Context: an optimization exercise on an open-source flow, tuned for small area. The choices shown serve that exercise and are no tape-out recipe.
At most, simulation tests tie the RTL to the original design; equivalence was not proved.
Power figures rest on the tool's default switching activity, not on a simulated workload.

==> inputs of zinc <==
// piece_move_ctl
module piece_move_ctl #(
   parameter bit CANCEL_ON_SRC = 1'b1
) (
   input  logic       clk,
   input  logic       rst_n,
   input  logic [5:0] mouse_position,
   input  logic       pick_piece,
   input  logic       place_piece,
   input  logic [5:0] draw_square,
   output logic [3:0] draw_piece,
   output logic       held_valid,
   output logic [3:0] held_piece,
   output logic       move_valid,
   output logic [5:0] move_src,
   output logic [5:0] move_dst,
   output logic [3:0] move_captured,
   input  logic       move_ready,
   input  logic       rx_move_valid,
   input  logic [5:0] rx_src,
   input  logic [5:0] rx_dst,
   output logic       rx_move_ready,
   output logic       turn
);
   localparam logic [2:0] S_IDLE   = 3'd0;
   localparam logic [2:0] S_PICK   = 3'd1;
   localparam logic [2:0] S_HOLD   = 3'd2;
   localparam logic [2:0] S_PLACE  = 3'd3;
   localparam logic [2:0] S_REPORT = 3'd4;
   logic [2:0] r_state;
   logic [2:0] w_state_nxt;
   logic [3:0] r_board [64];
   logic [5:0] r_src;
   logic [5:0] r_dst;
   logic [3:0] r_piece;
   logic [3:0] r_draw_piece;
   logic       r_turn;
   logic       w_idle, w_hold, w_place;
   logic       w_rx_fire;
   logic       w_we;
   logic [5:0] w_src_addr;
   logic [5:0] w_dst_addr;
   logic [5:0] w_rd_addr;
   logic [3:0] w_rd;
   logic       w_pick_fire;
   logic       w_cancel;
   logic       w_same_colour;
   logic       w_place_go;
   function automatic logic [3:0] start_code(input logic [5:0] sq);
      logic [2:0] back_type;
      case (sq[2:0])
         3'd0, 3'd7: back_type = 3'd4;
         3'd1, 3'd6: back_type = 3'd2;
         3'd2, 3'd5: back_type = 3'd3;
         3'd3:       back_type = 3'd5;
         default:    back_type = 3'd6;
  ...
==> module piece_move_ctl, before the edit <==
module piece_move_ctl #(
   parameter bit CANCEL_ON_SRC = 1'b1
) (
   input  logic       clk,
   input  logic       rst_n,
   input  logic [5:0] mouse_position,
   input  logic       pick_piece,
   input  logic       place_piece,
   input  logic [5:0] draw_square,
   output logic [3:0] draw_piece,
   output logic       held_valid,
   output logic [3:0] held_piece,
   output logic       move_valid,
   output logic [5:0] move_src,
   output logic [5:0] move_dst,
   output logic [3:0] move_captured,
   input  logic       move_ready,
   input  logic       rx_move_valid,
   input  logic [5:0] rx_src,
   input  logic [5:0] rx_dst,
   output logic       rx_move_ready,
   output logic       turn
);
   localparam logic [2:0] S_IDLE   = 3'd0;
   localparam logic [2:0] S_PICK   = 3'd1;
   localparam logic [2:0] S_HOLD   = 3'd2;
   localparam logic [2:0] S_PLACE  = 3'd3;
   localparam logic [2:0] S_REPORT = 3'd4;
   logic [2:0] r_state;
   logic [2:0] w_state_nxt;
   logic [3:0] r_board [64];
   logic [5:0] r_src;
   logic [5:0] r_dst;
   logic [3:0] r_piece;
   logic [3:0] r_draw_piece;
   logic       r_turn;
   logic       w_idle, w_hold, w_place;
   logic       w_rx_fire;
   logic       w_we;
   logic [5:0] w_src_addr;
   logic [5:0] w_dst_addr;
   logic [5:0] w_rd_addr;
   logic [3:0] w_rd;
   logic       w_pick_fire;
   logic       w_cancel;
   logic       w_same_colour;
   logic       w_place_go;
   function automatic logic [3:0] start_code(input logic [5:0] sq);
      logic [2:0] back_type;
      case (sq[2:0])
         3'd0, 3'd7: back_type = 3'd4;
         3'd1, 3'd6: back_type = 3'd2;
         3'd2, 3'd5: back_type = 3'd3;
         3'd3:       back_type = 3'd5;
         default:    back_type = 3'd6;
      endcase
      case (sq[5:3])
         3'd0:    start_code = {1'b1, back_type};
         3'd1:    start_code = 4'h9;
         3'd6:    start_code = 4'h1;
         3'd7:    start_code = {1'b0, back_type};
         default: start_code = 4'h0;
      endcase
   endfunction
   assign w_idle    = (r_state == S_IDLE);
   assign w_hold    = (r_state == S_HOLD);
   assign w_place   = (r_state == S_PLACE);
   assign w_rx_fire = w_idle && rx_move_valid;
   assign w_we      = w_rx_fire || w_place;
   assign w_src_addr = w_idle ? rx_src : r_src;
   assign w_dst_addr = w_idle ? rx_dst : r_dst;
   assign w_rd_addr  = w_we ? w_src_addr : mouse_position;
   logic [63:0] w_rd_oh, w_dst_oh;
   always_comb begin
      w_rd = 4'h0;
      for (int i = 0; i < 64; i++) begin
         w_rd_oh[i]  = (w_rd_addr == 6'(i));
         w_dst_oh[i] = (w_dst_addr == 6'(i));
         w_rd = w_rd | (r_board[i] & {4{w_rd_oh[i]}});
      end
   end
   assign w_pick_fire   = w_idle && !rx_move_valid && pick_piece &&
                          (w_rd != 4'h0) && (w_rd[3] == r_turn);
   assign w_cancel      = CANCEL_ON_SRC && (mouse_position == r_src);
   assign w_same_colour = (w_rd != 4'h0) && (w_rd[3] == r_piece[3]);
   assign w_place_go    = w_hold && place_piece && !w_cancel && !w_same_colour;
   always_ff @(posedge clk or negedge rst_n) begin
      if (!rst_n)
         r_turn <= 1'b0;
      else if (w_we)
         r_turn <= ~r_turn;
   end
   always_ff @(posedge clk or negedge rst_n) begin
      if (!rst_n)
         r_state <= S_IDLE;
      else
         r_state <= w_state_nxt;
   end
   always_comb begin
      w_state_nxt = r_state;
      case (r_state)
         S_IDLE:   if (w_pick_fire) w_state_nxt = S_PICK;
         S_PICK:   w_state_nxt = S_HOLD;
         S_HOLD: begin
            if (place_piece) begin
               if (w_cancel)
                  w_state_nxt = S_IDLE;
               else if (!w_same_colour)
                  w_state_nxt = S_PLACE;
            end
         end
         S_PLACE:  w_state_nxt = S_REPORT;
         S_REPORT: if (move_ready) w_state_nxt = S_IDLE;
         default:  w_state_nxt = S_IDLE;
      endcase
   end
   always_ff @(posedge clk or negedge rst_n) begin
      if (!rst_n) begin
         for (int i = 0; i < 64; i++)
            r_board[i] <= start_code(6'(i));
      end else if (w_we) begin
         for (int i = 0; i < 64; i++) begin
            if (w_dst_oh[i])
               r_board[i] <= w_rd;
            else if (w_rd_oh[i])
               r_board[i] <= 4'h0;
         end
      end
   end
   always_ff @(posedge clk or negedge rst_n) begin
      if (!rst_n) begin
         r_src        <= 6'd0;
         r_dst        <= 6'd0;
         r_piece      <= 4'h0;
         r_draw_piece <= 4'h0;
      end else begin
         r_draw_piece <= r_board[draw_square];
         if (w_pick_fire)
            r_src <= mouse_position;
         if (w_place_go)
            r_dst <= mouse_position;
         if (w_pick_fire || w_place_go)
            r_piece <= w_rd;
      end
   end
   assign draw_piece    = r_draw_piece;
   assign held_valid    = w_hold;
   assign held_piece    = r_piece;
   assign move_valid    = (r_state == S_REPORT);
   assign move_src      = r_src;
   assign move_dst      = r_dst;
   assign move_captured = r_piece;
   assign rx_move_ready = w_idle;
   assign turn          = r_turn;
endmodule
clock: 7.0 ns
lec_check: 0
cap_margin: 20
core_margin: 2
core_utilization: 20
place_density: 0.35
slew_margin: 20
run.sh (not shown) runs the stock make flow with config.mk's settings and CLKGATE_MAP_FILE= SYNTH_SCRIPT=/design/flow/synth_recipe.tcl, a recipe that flattens the netlist after the stock synthesis.
==> inputs of harbor, as changes to zinc <==
--- a/flow/config.mk
+++ b/flow/config.mk
@@ -8,5 +8,7 @@
 export CAP_MARGIN = 20
 export CORE_MARGIN = 2
-export CORE_UTILIZATION = 20
-export PLACE_DENSITY = 0.35
+export CORE_UTILIZATION = 60
+export GPL_ROUTABILITY_DRIVEN = 0
+export GPL_TIMING_DRIVEN = 0
+export PLACE_DENSITY = 0.7
 export SLEW_MARGIN = 20
==> inputs of maple, as changes to zinc <==
--- a/flow/design.v
+++ b/flow/design.v
@@ -32,5 +32,5 @@
    logic [5:0] r_src;
    logic [5:0] r_dst;
-   logic [3:0] r_piece;
+   logic [2:0] r_piece;
    logic [3:0] r_draw_piece;
    logic       r_turn;
@@ -44,5 +44,5 @@
    logic       w_pick_fire;
    logic       w_cancel;
-   logic       w_same_colour;
+   logic       w_own;
    logic       w_place_go;
    function automatic logic [3:0] start_code(input logic [5:0] sq);
@@ -71,18 +71,38 @@
    assign w_dst_addr = w_idle ? rx_dst : r_dst;
    assign w_rd_addr  = w_we ? w_src_addr : mouse_position;
-   logic [63:0] w_rd_oh, w_dst_oh;
+   logic [7:0] w_rd_row, w_rd_col, w_dst_row, w_dst_col, w_dr_row, w_dr_col;
+   logic [3:0] w_rd_v [8];
+   logic [3:0] w_dr_v [8];
+   logic [3:0] w_draw_rd;
+   for (genvar k = 0; k < 8; k++) begin : g_dec
+      assign w_rd_row[k]  = (w_rd_addr[5:3] == 3'(k));
+      assign w_rd_col[k]  = (w_rd_addr[2:0] == 3'(k));
+      assign w_dst_row[k] = (w_dst_addr[5:3] == 3'(k));
+      assign w_dst_col[k] = (w_dst_addr[2:0] == 3'(k));
+      assign w_dr_row[k]  = (draw_square[5:3] == 3'(k));
+      assign w_dr_col[k]  = (draw_square[2:0] == 3'(k));
+   end
+   logic [63:0] w_rd_oh;
+   for (genvar i = 0; i < 64; i++) begin : g_oh
+      assign w_rd_oh[i] = w_rd_row[i/8] && w_rd_col[i%8];
+   end
    always_comb begin
-      w_rd = 4'h0;
-      for (int i = 0; i < 64; i++) begin
-         w_rd_oh[i]  = (w_rd_addr == 6'(i));
-         w_dst_oh[i] = (w_dst_addr == 6'(i));
-         w_rd = w_rd | (r_board[i] & {4{w_rd_oh[i]}});
+      w_rd      = 4'h0;
+      w_draw_rd = 4'h0;
+      for (int r = 0; r < 8; r++) begin
+         w_rd_v[r] = 4'h0;
+         w_dr_v[r] = 4'h0;
+         for (int c = 0; c < 8; c++) begin
+            w_rd_v[r] = w_rd_v[r] | (r_board[r*8+c] & {4{w_rd_oh[r*8+c]}});
+            w_dr_v[r] = w_dr_v[r] | (r_board[r*8+c] & {4{w_dr_col[c]}});
+         end
+         w_rd      = w_rd      | w_rd_v[r];
+         w_draw_rd = w_draw_rd | (w_dr_v[r] & {4{w_dr_row[r]}});
       end
    end
-   assign w_pick_fire   = w_idle && !rx_move_valid && pick_piece &&
-                          (w_rd != 4'h0) && (w_rd[3] == r_turn);
+   assign w_own         = (w_rd != 4'h0) && (w_rd[3] == r_turn);
+   assign w_pick_fire   = w_idle && !rx_move_valid && pick_piece && w_own;
    assign w_cancel      = CANCEL_ON_SRC && (mouse_position == r_src);
-   assign w_same_colour = (w_rd != 4'h0) && (w_rd[3] == r_piece[3]);
-   assign w_place_go    = w_hold && place_piece && !w_cancel && !w_same_colour;
+   assign w_place_go    = w_hold && place_piece && !w_cancel && !w_own;
    always_ff @(posedge clk or negedge rst_n) begin
       if (!rst_n)
@@ -106,5 +126,5 @@
                if (w_cancel)
                   w_state_nxt = S_IDLE;
-               else if (!w_same_colour)
+               else if (!w_own)
                   w_state_nxt = S_PLACE;
             end
@@ -121,5 +141,5 @@
       end else if (w_we) begin
          for (int i = 0; i < 64; i++) begin
-            if (w_dst_oh[i])
+            if (w_dst_row[i/8] && w_dst_col[i%8])
                r_board[i] <= w_rd;
             else if (w_rd_oh[i])
@@ -129,26 +149,24 @@
    end
    always_ff @(posedge clk or negedge rst_n) begin
-      if (!rst_n) begin
-         r_src        <= 6'd0;
-         r_dst        <= 6'd0;
-         r_piece      <= 4'h0;
+      if (!rst_n)
          r_draw_piece <= 4'h0;
-      end else begin
-         r_draw_piece <= r_board[draw_square];
-         if (w_pick_fire)
-            r_src <= mouse_position;
-         if (w_place_go)
-            r_dst <= mouse_position;
-         if (w_pick_fire || w_place_go)
-            r_piece <= w_rd;
-      end
+      else
+         r_draw_piece <= w_draw_rd;
+   end
+   always_ff @(posedge clk) begin
+      if (w_idle)
+         r_src <= mouse_position;
+      if (w_hold)
+         r_dst <= mouse_position;
+      if (w_pick_fire || w_place_go)
+         r_piece <= w_rd[2:0];
    end
    assign draw_piece    = r_draw_piece;
    assign held_valid    = w_hold;
-   assign held_piece    = r_piece;
+   assign held_piece    = {r_turn && (r_piece != 3'd0), r_piece};
    assign move_valid    = (r_state == S_REPORT);
    assign move_src      = r_src;
    assign move_dst      = r_dst;
-   assign move_captured = r_piece;
+   assign move_captured = {r_turn && (r_piece != 3'd0), r_piece};
    assign rx_move_ready = w_idle;
    assign turn          = r_turn;
==> flow/flow/run.sh (new file) <==
#!/bin/bash
# Own flow: the standard layout (standard.sh) with these changes:
#  * synthesis: the standard synthesis script, with only the ABC mapping
#    script replaced by an area-oriented one (flow/area.abc). Registers are
#    mapped before ABC runs, so they keep the standard synthesis's names and
#    cell types;
#  * port buffers: every input and output port still gets a buffer, of the
#    smallest buffer cell;
#  * clock tree: no dummy loads, clkbuf_8 buffers, small sink clusters.
# Each tool's output goes to its own log in this folder (and ORFS's logs).
set -euo pipefail
W=$PWD
sed "s#@ABC_SCRIPT@#$W/flow/area.abc#" flow/synth.tcl > $W/own_synth.tcl
sed "s#SYNTH_SCRIPT=[^ ]*#SYNTH_SCRIPT=$W/own_synth.tcl#" standard.sh > $W/own_standard.sh
export BUFFER_PORTS_ARGS="-buffer_cell sky130_fd_sc_hd__buf_1"
export CTS_ARGS="-sink_clustering_enable -repair_clock_nets -dont_use_dummy_load -buf_list sky130_fd_sc_hd__clkbuf_8 -sink_clustering_size 10 -sink_clustering_max_diameter 100"
bash $W/own_standard.sh synth > $W/synth.log 2>&1
bash $W/own_standard.sh floorplan > $W/floorplan.log 2>&1
bash $W/own_standard.sh place > $W/place.log 2>&1
bash $W/own_standard.sh cts > $W/cts.log 2>&1
bash $W/own_standard.sh route > $W/route.log 2>&1
bash $W/own_standard.sh finish > $W/finish.log 2>&1
==> flow/flow/area.abc (new file) <==
strash
dc2
dch -f
&get -n
&nf -R 1000
&put
==> flow/flow/synth.tcl (new file) <==
proc synth {args} { yosys synth -nofsm -noshare {*}$args }
proc abc {args} {
  set i [lsearch -exact $args -script]
  if {$i >= 0} { lset args [expr {$i + 1}] {@ABC_SCRIPT@} }
  yosys abc {*}$args
}
source $::env(SCRIPTS_DIR)/synth.tcl
# left out here: clear keep_hierarchy, flatten, clean up, hide names made inside functions, write 1_2_yosys.v
==> flow/standard.sh (new file) <==
#!/bin/bash
# synth_recipe.tcl (not shown) runs the flow's synth.tcl, then flattens the netlist and writes it again
# the make line also repeats each setting of config.mk as NAME=value (left out here)
make -C /OpenROAD-flow-scripts/flow DESIGN_CONFIG=/design/flow/config.mk WORK_HOME=/design/flow/orfs CLKGATE_MAP_FILE= SYNTH_SCRIPT=/design/flow/synth_recipe.tcl "${@:-finish}"
--- a/flow/config.mk
+++ b/flow/config.mk
@@ -8,5 +8,7 @@
 export CAP_MARGIN = 20
 export CORE_MARGIN = 2
-export CORE_UTILIZATION = 20
-export PLACE_DENSITY = 0.35
+export CORE_UTILIZATION = 40
+export GPL_TIMING_DRIVEN = 0
+export PLACE_DENSITY = 0.5
+export SETUP_SLACK_MARGIN = 0.2
 export SLEW_MARGIN = 20
removed: flow/run.sh
==> metrics.csv <==
stage;metric;value;unit
yosys;synth_seq_cells;279;
cells_and_area;seq_cells;279;
global_routing;grt_overflow_total;0;
critical_path;crit_start;r_state[2];
cells_and_area;nonClockInverterCount;7;
floorplanning;tapCellCount;448;
placed_design;placedInstanceArea;14970;sq um
pwr;vdd_drop_max;228.2;uV
cells_and_area;fin_area;15400;sq um
cells_and_area;multiInputGateArea;6496;sq um
yosys;syn_area;13590;sq um
critical_path;rrSetupSlack;540;ps
outcome;run_status;timing/DRC/antenna clean;
placed_design;dp_hpwl;48.83;mm
pwr;seqPwrFrac;46.4;%
drt;drc;0;
yosys;synth_edf_count;15;
The numbers above come from maple.

==> metrics.csv <==
stage;metric;value;unit
outcome;run_status;did not finish;
outcome;stop_stage;5_1_grt;
outcome;error;[ERROR GRT-0116] Global routing finished with congestion. Check the congestion regions in the DRC Viewer.;
global_routing;grt_start_max_net_pins;102;
yosys;syn_area;15560;sq um
yosys;synth_edf_count;0;
placed_design;placedInstanceArea;16650;sq um
floorplanning;row_count;58;
placed_design;port-buffer-count;53;
yosys;synth_seq_cells;280;
clock_tree;post_cts_buffers;0;
clock_tree;h-tree-depth;1;
yosys;synth_top_area_share;36.01;%
yosys;synth_cells;1763;
global_routing;grt_overflow_total;5;
yosys;yosysWarnings;2;
floorplanning;io_pins;58;
placed_design;dp_hpwl;59.38;mm
The numbers above come from harbor.

==> metrics.csv <==
stage;metric;value;unit
outcome;run_status;timing/DRC/antenna clean;
global_routing;grt_overflow_total;0;
yosys;synth_cells;1763;
cells_and_area;largest-register;r_board;
critical_path;rrSetupSlack;1060;ps
cells_and_area;multiInputGateArea;8055;sq um
yosys;syn_area;15560;sq um
cells_and_area;seq_cells;280;
critical_path;crit_start;rx_move_valid;
placed_design;placedInstanceArea;17720;sq um
cells_and_area;fin_area;19000;sq um
pwr;vdd_drop_max;149.7;uV
run;drv_cap;0;
cells_and_area;nonClockInverterCount;17;
placed_design;dp_hpwl;74.68;mm
The numbers above come from zinc.

Function not checked in maple: the RTL went through the layout flow alone.

==> afterwards: timing with drivers on the ports <==
How much do the figures lean on ideal ports? The routed layouts below were timed once more, with nothing changed but the port constraints.
Step 1 (the two cells are an assumption about what drives the block):
set clk [get_ports {clk}]
set_driving_cell -lib_cell sky130_fd_sc_hd__clkbuf_16 $clk
set_driving_cell -lib_cell sky130_fd_sc_hd__buf_2 [delete_from_list [all_inputs] $clk]
Step 2 times the ports against the registers' clock, not the clock port: input delays grow and output delays shrink by t, the midpoint of the rising clock arrivals with the driver on.
a / b / c = no drivers / after step 1 / after step 2; a / b = the first two.
run	t, ns	setup WS [ns]	clock arrival spread, ns	worst register clock-pin slew, ns
zinc	0.617	0.680 / 0.717 / 0.101	0.029 / 0.029	0.06 / 0.06
maple	0.698	0.535 / 0.535 / -0.058	0.021 / 0.021	0.09 / 0.09
Met with ideal ports but missed after step 2: setup timing in maple. For maple, which loses most, drivers alone change the setup slack by 0.000 ns; drivers and shift together by -0.593 ns.
